Context: an optimization exercise on an open-source flow, tuned for small area. The choices shown serve that exercise and are no tape-out recipe.
RTL that was checked went through simulation tests only; none was proved equivalent to the original.
Power is estimated from default activity; no workload was simulated.

Design sccb_responder, start of the top module:
module sccb_responder #(
  parameter logic [6:0] DEV_ID   = SCCB_DEV_ID,
  parameter int         FILT_LEN = 4
) (
  input  logic       i_clk,
  input  logic       i_rst,
  input  logic       i_SCL,
  input  logic       i_SDA,
  output logic       o_SDA_oe,
  output logic       o_wr_valid,
  output logic [7:0] o_wr_addr,
  output logic [7:0] o_wr_data,
  input  logic [7:0] i_dbg_addr,
  output logic [7:0] o_dbg_data,
  output logic       o_busy,
  output logic       o_err
);
  localparam logic [7:0] WR_ID = {DEV_ID, 1'b0};
  localparam logic [7:0] RD_ID = {DEV_ID, 1'b1};
  logic scl_lvl, scl_rise, scl_fall;
  logic sda_lvl, sda_rise, sda_fall;
  sccb_line_filter #(.FILT_LEN(FILT_LEN)) u_scl_filt (
    .i_clk   (i_clk),
    .i_rst   (i_rst),
    .i_line  (i_SCL),
    .o_level (scl_lvl),
    .o_rise  (scl_rise),
    .o_fall  (scl_fall)
  );
  sccb_line_filter #(.FILT_LEN(FILT_LEN)) u_sda_filt (
    .i_clk   (i_clk),
    .i_rst   (i_rst),
    .i_line  (i_SDA),
    .o_level (sda_lvl),
    .o_rise  (sda_rise),
    .o_fall  (sda_fall)
  );
  logic start_evt, stop_evt;
  assign start_evt = sda_fall & scl_lvl;
  assign stop_evt  = sda_rise & scl_lvl;
  sccb_pkg::sccb_state_e state_q, state_d;
  logic [3:0]  bit_cnt_q, bit_cnt_d;
  logic [7:0]  shift_q, shift_d;
  logic [7:0]  sub_q, sub_d;
  logic [7:0]  sub_inc;
  logic        sda_oe_q, sda_oe_d;
  logic        wr_valid_q, wr_valid_d;
  logic        wr_seen_q;
  logic        busy_q, busy_d;
  logic        err_q, err_d;
  logic        wr_en;
  logic [7:0]  dbg_data_q, dbg_data_d;
  logic        rd_mode_q, rd_mode_d;
  logic [5:0]    ph_q;
  logic [2047:0] ring_q;
  logic [31:0]   top_w, ins_w;
  logic [7:0]    pend_addr_q, pend_data_q;
  logic [7:0]    pf_q;
  logic [7:0]    pf_addr;
  logic          pf_hit;
  assign top_w = ring_q[2047:2016];
  always_comb begin
    ins_w = top_w;
    if (pend_addr_q[7:2] == ~ph_q) begin
      case (pend_addr_q[1:0])
        2'd0: ins_w[7:0]   = pend_data_q;
        2'd1: ins_w[15:8]  = pend_data_q;
        2'd2: ins_w[23:16] = pend_data_q;
        default: ins_w[31:24] = pend_data_q;
      endcase
    end
  end
  ...
==> module sccb_line_filter, before the edit <==
module sccb_line_filter #(
  parameter int FILT_LEN = 4
) (
  input  logic i_clk,
  input  logic i_rst,
  input  logic i_line,
  output logic o_level,
  output logic o_rise,
  output logic o_fall
);
  localparam int CW = (FILT_LEN <= 2) ? 1 : (FILT_LEN <= 4) ? 2 : (FILT_LEN <= 8) ? 3 : 4;
  logic [1:0]    sync_q;
  logic [CW-1:0] cnt_q, cnt_d;
  logic          level_q, level_d;
  logic          rise_q, rise_d;
  logic          fall_q, fall_d;
  always_comb begin
    cnt_d   = '0;
    level_d = level_q;
    rise_d  = 1'b0;
    fall_d  = 1'b0;
    if (sync_q[1] != level_q) begin
      if (cnt_q == CW'(FILT_LEN - 1)) begin
        level_d = sync_q[1];
        rise_d  = sync_q[1];
        fall_d  = ~sync_q[1];
      end else begin
        cnt_d = cnt_q + CW'(1);
      end
    end
  end
  always_ff @(posedge i_clk or posedge i_rst) begin
    if (i_rst) begin
      sync_q  <= 2'b11;
      cnt_q   <= '0;
      level_q <= 1'b1;
      rise_q  <= 1'b0;
      fall_q  <= 1'b0;
    end else begin
      sync_q  <= {sync_q[0], i_line};
      cnt_q   <= cnt_d;
      level_q <= level_d;
      rise_q  <= rise_d;
      fall_q  <= fall_d;
    end
  end
  assign o_level = level_q;
  assign o_rise  = rise_q;
  assign o_fall  = fall_q;
endmodule
export LEC_CHECK = 0
export CAP_MARGIN = 20
export CORE_MARGIN = 2
export CORE_UTILIZATION = 40
export CTS_BUF_LIST = sky130_fd_sc_hd__clkbuf_8
export CTS_CLUSTER_DIAMETER = 45
export CTS_CLUSTER_SIZE = 18
export SLEW_MARGIN = 20
export SYNTH_HIERARCHICAL = 1
create_clock -name core_clock -period 10.0 [get_ports {i_clk}]
run.sh (not shown) runs the stock make flow with config.mk's settings and CLKGATE_MAP_FILE= SYNTH_SCRIPT=/design/flow/synth_recipe.tcl, a recipe that flattens the netlist after the stock synthesis.
Edit:
--- a/flow/design.v
+++ b/flow/design.v
@@ -33,9 +33,9 @@
   output logic o_level,
   output logic o_rise,
   output logic o_fall
 );
-  localparam int CW = (FILT_LEN <= 2) ? 1 : (FILT_LEN <= 4) ? 2 : (FILT_LEN <= 8) ? 3 : 4;
+  localparam int CW = (FILT_LEN > 2) ? $clog2(FILT_LEN) : 1;
   logic [1:0]    sync_q;
   logic [CW-1:0] cnt_q, cnt_d;
   logic          level_q, level_d;
   logic          rise_q, rise_d;
The changed run produced a clean layout.
First-iteration DRC count is unchanged.
Synthesized area is unchanged.
Total power stays the same.
Count of clock-buffer cells in the layout stays the same.
Worst hold slack is unchanged.
Cell count is unchanged.
Flip-flop and latch count is unchanged.
Cell area stays the same.
Maximum frequency is unchanged.
Via count stays the same.
Sequential power is about the same.
Global-route usage stays the same.
No functional check of the RTL was part of the second run of this note.

==> re-timing with driven ports <==
How much do the figures lean on ideal ports? The routed layouts below were timed once more, with nothing changed but the port constraints. Step 1 assumes that a clkbuf_16 drives the clock port and a buf_2 every other input. Step 2 also shifts input and output timing later by t, the mid clock arrival at the registers, as if the neighbouring blocks saw the same clock. Slacks: no drivers / after step 1 / after step 2; pairs: no drivers / after step 1.
run | t, ns | setup WS [ns] | worst hold slack (ns) | clock arrival spread, ns
the first run | 0.961 | 4.000 / 4.054 / 3.093 | 0.325 / 0.325 / 0.325 | 0.054 / 0.054
the second run | 0.961 | 4.000 / 4.054 / 3.093 | 0.325 / 0.325 / 0.325 | 0.054 / 0.054
After both steps setup and hold are still met in every run listed.
